Background: an optimization exercise with open tools, aiming at small area, a short achievable clock period and few clock cycles per item. Do not read the settings as production practice. RTL that was checked went through simulation tests only; none was proved equivalent to the original. Power figures rest on the tool's default switching activity, not on a simulated workload.

// sector_change_id_tracker
module sector_change_id_tracker
(
	input  logic                          clk,
	input  logic                          arst_n,
	input  logic                          cfg_we,
	input  logic [scit_pkg::ID_W-1:0]     cfg_wdata,
	input  logic                          in_valid,
	output logic                          in_stall,
	input  logic [scit_pkg::CMD_W-1:0]    command,
	input  logic [scit_pkg::SECTOR_W-1:0] sector,
	input  logic [scit_pkg::ID_W-1:0]     change_id,
	output logic                          out_valid,
	input  logic                          out_stall,
	output logic [scit_pkg::ID_W-1:0]     sector_id,
	output logic                          cleared,
	output logic                          all_done,
	output logic                          bad_sector
);
Size: ~1400 cells after synthesis, about 340 flip-flops, ~120 I/O pins, about 16000 µm² of cells after synthesis.
Settings: LEC_CHECK=0, CAP_MARGIN=20, CORE_MARGIN=2, CORE_UTILIZATION=70, SETUP_SLACK_MARGIN=1.8, SLEW_MARGIN=20, SYNTH_HIERARCHICAL=1, TNS_END_PERCENT=0; clock period 4.0 ns.
standard.sh (not shown) runs the stock make flow with config.mk's settings and CLKGATE_MAP_FILE= SYNTH_SCRIPT=/design/flow/synth_recipe.tcl, a recipe that flattens the netlist after the stock synthesis.
==> flow/flow/run.sh <==
#!/bin/bash
# The standard layout (the standard.sh, standard synthesis unchanged), with
# the port buffers made from buf_2 cells instead of the delay buffers that
# buffer_ports picks by default. The full make output goes to standard.log.
set -euo pipefail
bash standard.sh "BUFFER_PORTS_ARGS=-buffer_cell sky130_fd_sc_hd__buf_2" finish > standard.log 2>&1
Testbench counts at the start, summed over its fixed seeds: cycles 32,776, items 32,768.
Next try:
--- a/flow/config.mk
+++ b/flow/config.mk
@@ -10 +10 @@
-export CORE_UTILIZATION = 70
+export CORE_UTILIZATION = 55
The new run produced a clean layout.
Final area is lower by about 0.37%.
Die area is higher by 27%.
Power stays flat.
Critical path depth is lower by 10.
Synthesized area stays the same.

* * *

Starting RTL as in the previous note.
export LEC_CHECK = 0
export CAP_MARGIN = 20
export CORE_MARGIN = 2
export CORE_UTILIZATION = 55
export CTS_CLUSTER_DIAMETER = 60
export CTS_CLUSTER_SIZE = 24
export SETUP_SLACK_MARGIN = 1.8
export SLEW_MARGIN = 20
export SYNTH_HIERARCHICAL = 1
export TNS_END_PERCENT = 0
create_clock -name core_clock -period 4.0 [get_ports {clk}]
Scripts as last shown in full above: flow/flow/run.sh
Testbench counts at the start, summed over its fixed seeds: cycles 32,776, items 32,768.
Then changed:
CORE_UTILIZATION = 50   (was 55)
PLACE_DENSITY = 0.65   (was unset)
The changed run completed without violations.
Final area increases by 0.90%.
Clock-buffer cell count goes down by 2.
Sequential share of layout area goes down by 0.35 points.
Worst setup slack is better by 0.033 ns.
Routed wire length rose by 0.61%.
Register-to-register slack improved by 0.03 ns.
Core utilization fell by 5.4 points.
Then changed:
CORE_UTILIZATION = 55   (was 50)
CTS_CLUSTER_DIAMETER = 50   (was 60)
CTS_CLUSTER_SIZE = 30   (was 24)
PLACE_DENSITY = unset   (was 0.65)
Setup slack got worse by 0.090 ns.
Power increases by 3.1%.
Worst hold slack got worse by 0.039 ns.
Non-clock buffer count decreases by 2.
Flip-flop and latch count is unchanged.
Count of clock-buffer cells in the layout increases by 12.
Via count decreases by 0.74%.
Area after synthesis is unchanged.
Die area decreases by 8.9%.
Synthesized cell count is unchanged.
Then changed:
CORE_UTILIZATION = 50   (was 55)
CTS_CLUSTER_DIAMETER = unset   (was 50)
CTS_CLUSTER_SIZE = unset   (was 30)
PLACE_DENSITY = 0.65   (was unset)
Total power climbs by about 2.6%.
Cell area came out higher by about 2.5%.
Sequential share of layout area fell by 0.97 points.
Area after synthesis stays the same.
Die area increases by 9.8%.
Global-route usage came out lower by 2.3 points.
Synthesized cell count stays the same.
Final cell count is higher by 2.0%.
Clock skew fell by 0.018 ns.
Clock-buffer cell count climbs by 23.
Via count is higher by about 2%.

* * *

== the previous run ==
Another version of the RTL of sector_change_id_tracker (not shown whole).
Size: ~1,500 cells after synthesis, ~120 I/O pins, ~0.016 mm^2 of cells after synthesis.
// sector_change_id_tracker
module sector_change_id_tracker
(
	input  logic                          clk,
	input  logic                          arst_n,
	input  logic                          cfg_we,
	input  logic [scit_pkg::ID_W-1:0]     cfg_wdata,
	input  logic                          in_valid,
	output logic                          in_stall,
	input  logic [scit_pkg::CMD_W-1:0]    command,
	input  logic [scit_pkg::SECTOR_W-1:0] sector,
	input  logic [scit_pkg::ID_W-1:0]     change_id,
	output logic                          out_valid,
	input  logic                          out_stall,
	output logic [scit_pkg::ID_W-1:0]     sector_id,
	output logic                          cleared,
	output logic                          all_done,
	output logic                          bad_sector
);
Settings: LEC_CHECK=0, CAP_MARGIN=20, CORE_MARGIN=2, CORE_UTILIZATION=55, SETUP_SLACK_MARGIN=1.8, SLEW_MARGIN=20, TNS_END_PERCENT=20; clock period 4.0 ns.
Scripts as last shown in full above: flow/flow/run.sh
The previous run ended with every stage complete and zero timing, DRC or antenna violations.
diff inputs: the previous run => the current run
Settings: a change of SETUP_SLACK_MARGIN from 1.8 to 1.5; a change of TNS_END_PERCENT from 20 to 100.
## What came out
| mean routed wirelength per cell | lower: the current run |
Relative to the previous run, the setup slack of the critical path after layout of the current run is lower by 70 ps.
Compared with the previous run, the current run shows wire length of the first global-routing pass that has gone down slightly.
In the current run the met2 track utilization from global routing turned out 1.0 points lower than in the previous run.
The current run and the previous run ended up with nearly the same area after detailed placement.
[compare] base=the previous run new=the current run: biggest cell delay along the critical path has increased; post-CTS setup buffer count lost 1; flip-flop and latch count flat; post-layout instance area down about 1.2%.
No functional check of the RTL was part of any run of this note.

* * *

Setup of run 1:
The RTL this note starts from:
==> flow/design.v <==
`timescale 1ns / 1ps
package scit_pkg;
	localparam int NUM_SECTORS = 256;
	localparam int IDX_W       = $clog2(NUM_SECTORS);
	localparam int CNT_W       = IDX_W;
	localparam int CMD_W    = 2;
	localparam int SECTOR_W = 8;
	localparam int ID_W     = 32;
	typedef logic [CMD_W-1:0] cmd_code_t;
	localparam cmd_code_t CMD_SET   = 2'd0;
	localparam cmd_code_t CMD_QUERY = 2'd1;
	localparam cmd_code_t CMD_INIT  = 2'd2;
endpackage
`timescale 1ns / 1ps
module scit_ctrl
(
	input  logic clk,
	input  logic arst_n,
	input  logic in_valid,
	output logic in_stall,
	output logic out_valid,
	input  logic out_stall,
	output logic load
);
	logic out_valid_q;
	assign in_stall  = out_valid_q && out_stall;
	assign load      = !in_stall;
	assign out_valid = out_valid_q;
	always_ff @(posedge clk or negedge arst_n) begin
		if (!arst_n)
			out_valid_q <= 1'b0;
		else
			out_valid_q <= in_valid || in_stall;
	end
endmodule
`timescale 1ns / 1ps
module scit_dp
(
	input  logic                          clk,
	input  logic                          arst_n,
	input  logic                          accept,
	input  logic                          load,
	input  logic                          cfg_we,
	input  logic [scit_pkg::ID_W-1:0]     cfg_wdata,
	input  logic [scit_pkg::CMD_W-1:0]    command,
	input  logic [scit_pkg::SECTOR_W-1:0] sector,
	input  logic [scit_pkg::ID_W-1:0]     change_id,
	output logic [scit_pkg::ID_W-1:0]     sector_id,
	output logic                          cleared,
	output logic                          all_done,
	output logic                          bad_sector
);
	localparam int NS = scit_pkg::NUM_SECTORS;
	logic [scit_pkg::ID_W-1:0]  min_id_q;
	logic [scit_pkg::ID_W-1:0]  cur_id_q;
	logic                       pend_v_q;
	logic [NS-1:0]              raw_q;
	logic [scit_pkg::CNT_W-1:0] cnt_q;
	logic qflag_q;
	logic cleared_q;
	logic all_done_q;
	logic is_set, is_query, is_init;
	logic newer, same, init_ok;
	logic pend_s;
	logic set_all, clr_en, hit;
	logic [15:0] dec_hi, dec_lo;
	assign is_set   = (command == scit_pkg::CMD_SET);
	assign is_query = (command == scit_pkg::CMD_QUERY);
	assign is_init  = (command == scit_pkg::CMD_INIT);
	assign newer   = (change_id > cur_id_q);
	assign same    = (change_id == cur_id_q);
	assign init_ok = (cur_id_q <= min_id_q);
	assign pend_s  = pend_v_q && raw_q[sector];
	assign set_all = accept && is_set && newer;
	assign clr_en  = accept && is_set && (newer || same);
	assign hit     = is_set && same && pend_s;
	always_comb begin
		dec_hi = '0;
		dec_lo = '0;
		dec_hi[sector[7:4]] = clr_en;
		dec_lo[sector[3:0]] = 1'b1;
	end
	always_ff @(posedge clk) begin
		for (int i = 0; i < NS; i++)
			raw_q[i] <= (set_all || raw_q[i]) && !(dec_hi[i/16] && dec_lo[i%16]);
		if (set_all)
			cnt_q <= '1;
		else if (accept && hit)
			cnt_q <= cnt_q - 1'b1;
		if (load) begin
			qflag_q    <= is_query && !pend_s;
			cleared_q  <= is_set && (newer || (same && pend_s));
			all_done_q <= hit && (cnt_q == scit_pkg::CNT_W'(1));
		end
	end
	always_ff @(posedge clk or negedge arst_n) begin
		if (!arst_n) begin
			min_id_q <= '0;
			cur_id_q <= '0;
			pend_v_q <= 1'b0;
		end else begin
			if (cfg_we)
				min_id_q <= cfg_wdata;
			if (set_all) begin
				cur_id_q <= change_id;
				pend_v_q <= 1'b1;
			end else if (accept && is_init && init_ok) begin
				cur_id_q <= min_id_q;
				pend_v_q <= 1'b0;
			end
		end
	end
	assign sector_id  = qflag_q ? cur_id_q : '0;
	assign cleared    = cleared_q;
	assign all_done   = all_done_q;
	assign bad_sector = 1'b0;
endmodule
`timescale 1ns / 1ps
module sector_change_id_tracker
(
	input  logic                          clk,
	input  logic                          arst_n,
	input  logic                          cfg_we,
	input  logic [scit_pkg::ID_W-1:0]     cfg_wdata,
	input  logic                          in_valid,
	output logic                          in_stall,
	input  logic [scit_pkg::CMD_W-1:0]    command,
	input  logic [scit_pkg::SECTOR_W-1:0] sector,
	input  logic [scit_pkg::ID_W-1:0]     change_id,
	output logic                          out_valid,
	input  logic                          out_stall,
	output logic [scit_pkg::ID_W-1:0]     sector_id,
	output logic                          cleared,
	output logic                          all_done,
	output logic                          bad_sector
);
	logic load;
	scit_ctrl u_ctrl (
		.clk       (clk),
		.arst_n    (arst_n),
		.in_valid  (in_valid),
		.in_stall  (in_stall),
		.out_valid (out_valid),
		.out_stall (out_stall),
		.load      (load)
	);
	scit_dp u_dp (
		.clk        (clk),
		.arst_n     (arst_n),
		.accept     (in_valid && load),
		.load       (load),
		.cfg_we     (cfg_we),
		.cfg_wdata  (cfg_wdata),
		.command    (command),
		.sector     (sector),
		.change_id  (change_id),
		.sector_id  (sector_id),
		.cleared    (cleared),
		.all_done   (all_done),
		.bad_sector (bad_sector)
	);
endmodule
==> flow/config.mk <==
export PLATFORM = sky130hd
export DESIGN_NAME = sector_change_id_tracker
export DESIGN_NICKNAME = sector_change_id_tracker
export VERILOG_FILES = /design/flow/design.v
export SDC_FILE = /design/flow/constraint.sdc
export NUM_CORES = 4
export LEC_CHECK = 0
export ABC_CLOCK_PERIOD_IN_PS = 1500
export CAP_MARGIN = 20
export CORE_MARGIN = 2
export CORE_UTILIZATION = 65
export PLACE_DENSITY = 0.75
export SETUP_SLACK_MARGIN = 2.2
export SLEW_MARGIN = 20
==> flow/constraint.sdc <==
create_clock -name core_clock -period 4.0 [get_ports {clk}]
set_input_delay 0.8000 -clock core_clock [delete_from_list [all_inputs] [get_ports {clk}]]
set_output_delay 0.8000 -clock core_clock [all_outputs]
set_load 0.01 [all_outputs]
run.sh (not shown) runs the stock make flow with config.mk's settings and CLKGATE_MAP_FILE= SYNTH_SCRIPT=/design/flow/synth_recipe.tcl, a recipe that flattens the netlist after the stock synthesis.
Stock flow here: none of the scripts above is used.
Flow for run 1 halted at clock tree synthesis (4_1_cts), error code DPL-0038.
Testbench counts of run 1, summed over its fixed seeds: cycles 32,776, items 32,768.
--- input diff run 1..run 2 ---
# run 1
export LEC_CHECK = 0
export ABC_CLOCK_PERIOD_IN_PS = 1500
export CAP_MARGIN = 20
export CORE_MARGIN = 2
export CORE_UTILIZATION = 65
export PLACE_DENSITY = 0.75
export SETUP_SLACK_MARGIN = 2.2
export SLEW_MARGIN = 20
create_clock -name core_clock -period 4.0 [get_ports {clk}]
# run 2
export LEC_CHECK = 0
export CAP_MARGIN = 20
export CORE_MARGIN = 2
export CORE_UTILIZATION = 55
export SETUP_SLACK_MARGIN = 1.5
export SLEW_MARGIN = 20
export TNS_END_PERCENT = 0
create_clock -name core_clock -period 4.0 [get_ports {clk}]
### Flow results
Of run 1 and run 2, only run 1 fails to reach the end of the flow.
Run 1 did not run to completion, as it errored out during clock tree synthesis (4_1_cts).
When run 2 is measured against run 1, its minimum setup slack after placement turns out 92 ps higher.
Number of enable-type register cells in the synthesized netlist: run 2 vs run 1 identical
The higher post-CTS setup-driven buffer insertion count came out of run 1.
~same simple logic cell fraction of the synthesized area in run 1 and run 2
On run 2: post-cts sizing count is 558 lower than what run 1 gave.
As far as share of the synthesized netlist area taken by xor and xnor gates goes, run 2 and run 1 are indistinguishable; the numbers are identical.
Effective utilization at floorplan sits lower in run 2 than in run 1.
Compare run 1 and run 2 | die extent in x higher: run 2
diff inputs: run 2 => run 3
# run 2
export LEC_CHECK = 0
export CAP_MARGIN = 20
export CORE_MARGIN = 2
export CORE_UTILIZATION = 55
export SETUP_SLACK_MARGIN = 1.5
export SLEW_MARGIN = 20
export TNS_END_PERCENT = 0
create_clock -name core_clock -period 4.0 [get_ports {clk}]
# run 3
export LEC_CHECK = 0
export CAP_MARGIN = 20
export CORE_MARGIN = 2
export CORE_UTILIZATION = 65
export PLACE_DENSITY = 0.75
export SETUP_SLACK_MARGIN = 1.5
export SLEW_MARGIN = 20
create_clock -name core_clock -period 4.0 [get_ports {clk}]
Notes after the runs:
- Status: run 3 FAILED at clock tree synthesis (4_1_cts) (tool error)
- Run 3 vs. run 2: fraction of registers with async set or reset after synthesis stayed essentially flat; initial core utilization went up 10 points; number of buffers created by CTS went down 2.8%.
- Run 3 improves on run 2 in worst setup slack before clock tree synthesis.
- Number of placed instances with taps included delta for run 3 relative to run 2: 56 lower
- Cmp run 3 vs run 2: number of rows in the core area lower in run 3
- ~same netlist area before placement in run 2 and run 3
--- input diff run 3..run 4 ---
# run 3
export LEC_CHECK = 0
export CAP_MARGIN = 20
export CORE_MARGIN = 2
export CORE_UTILIZATION = 65
export PLACE_DENSITY = 0.75
export SETUP_SLACK_MARGIN = 1.5
export SLEW_MARGIN = 20
create_clock -name core_clock -period 4.0 [get_ports {clk}]
# run 4
export LEC_CHECK = 0
export CAP_MARGIN = 20
export CORE_MARGIN = 2
export CORE_UTILIZATION = 40
export SLEW_MARGIN = 20
create_clock -name core_clock -period 4.0 [get_ports {clk}]
==> comparison <==
- Compared with run 3, total number of placement rows in run 4 increased by more than a quarter.
- Between run 3 and run 4, starting density of the core is lower for run 4, run 3 comes in above that.
- Run 4 has completed all stages; timing, DRC and antenna checks passed.
- Height of the chip: lower on run 3
- In run 4 the final weighted congestion in routability-driven placement turned out 0.031 lower than in run 3.

## port drivers added, routing unchanged
The results above use ideal ports. As a check the final layouts listed here were re-extracted and re-timed, cells and wires unchanged. Step 1 assumes that a clkbuf_16 drives the clock port and a buf_2 every other input. Step 2 also shifts input and output timing later by t, the mid clock arrival at the registers, as if the neighbouring blocks saw the same clock. a / b / c = no drivers / after step 1 / after step 2; a / b = the first two.
run | t, ns | setup slack, ns | worst data-port slew with drivers (ns) | pins driven straight from the clock port
the first run of note 1 | 0.575 | 1.328 / 1.328 / 0.810 | 0.08 | 1
the second run of note 1 | 0.583 | 1.363 / 1.357 / 0.774 | 0.10 | 1
the first run of note 2 | 0.623 | 1.296 / 1.296 / 0.682 | 0.09 | 1
the second run of note 2 | 0.622 | 1.329 / 1.329 / 0.803 | 0.08 | 1
the third run of note 2 | 0.575 | 1.239 / 1.239 / 0.756 | 0.09 | 1
the fourth run of note 2 | 0.570 | 1.402 / 1.402 / 0.867 | 0.09 | 1
the previous run | 0.587 | 0.944 / 0.944 / 0.448 | 0.18 | 1
the current run | 0.590 | 0.874 / 0.874 / 0.435 | 0.21 | 1
run 2 | 0.575 | 1.010 / 1.021 / 0.456 | 0.06 | 1
run 4 | 0.580 | 0.463 / 0.485 / -0.095 | 0.07 | 1
Met with ideal ports but missed after step 2: setup timing in run 4. The setup slack of the first run of note 2, which loses most, moves by 0.000 ns with the drivers and by -0.614 ns with both steps.
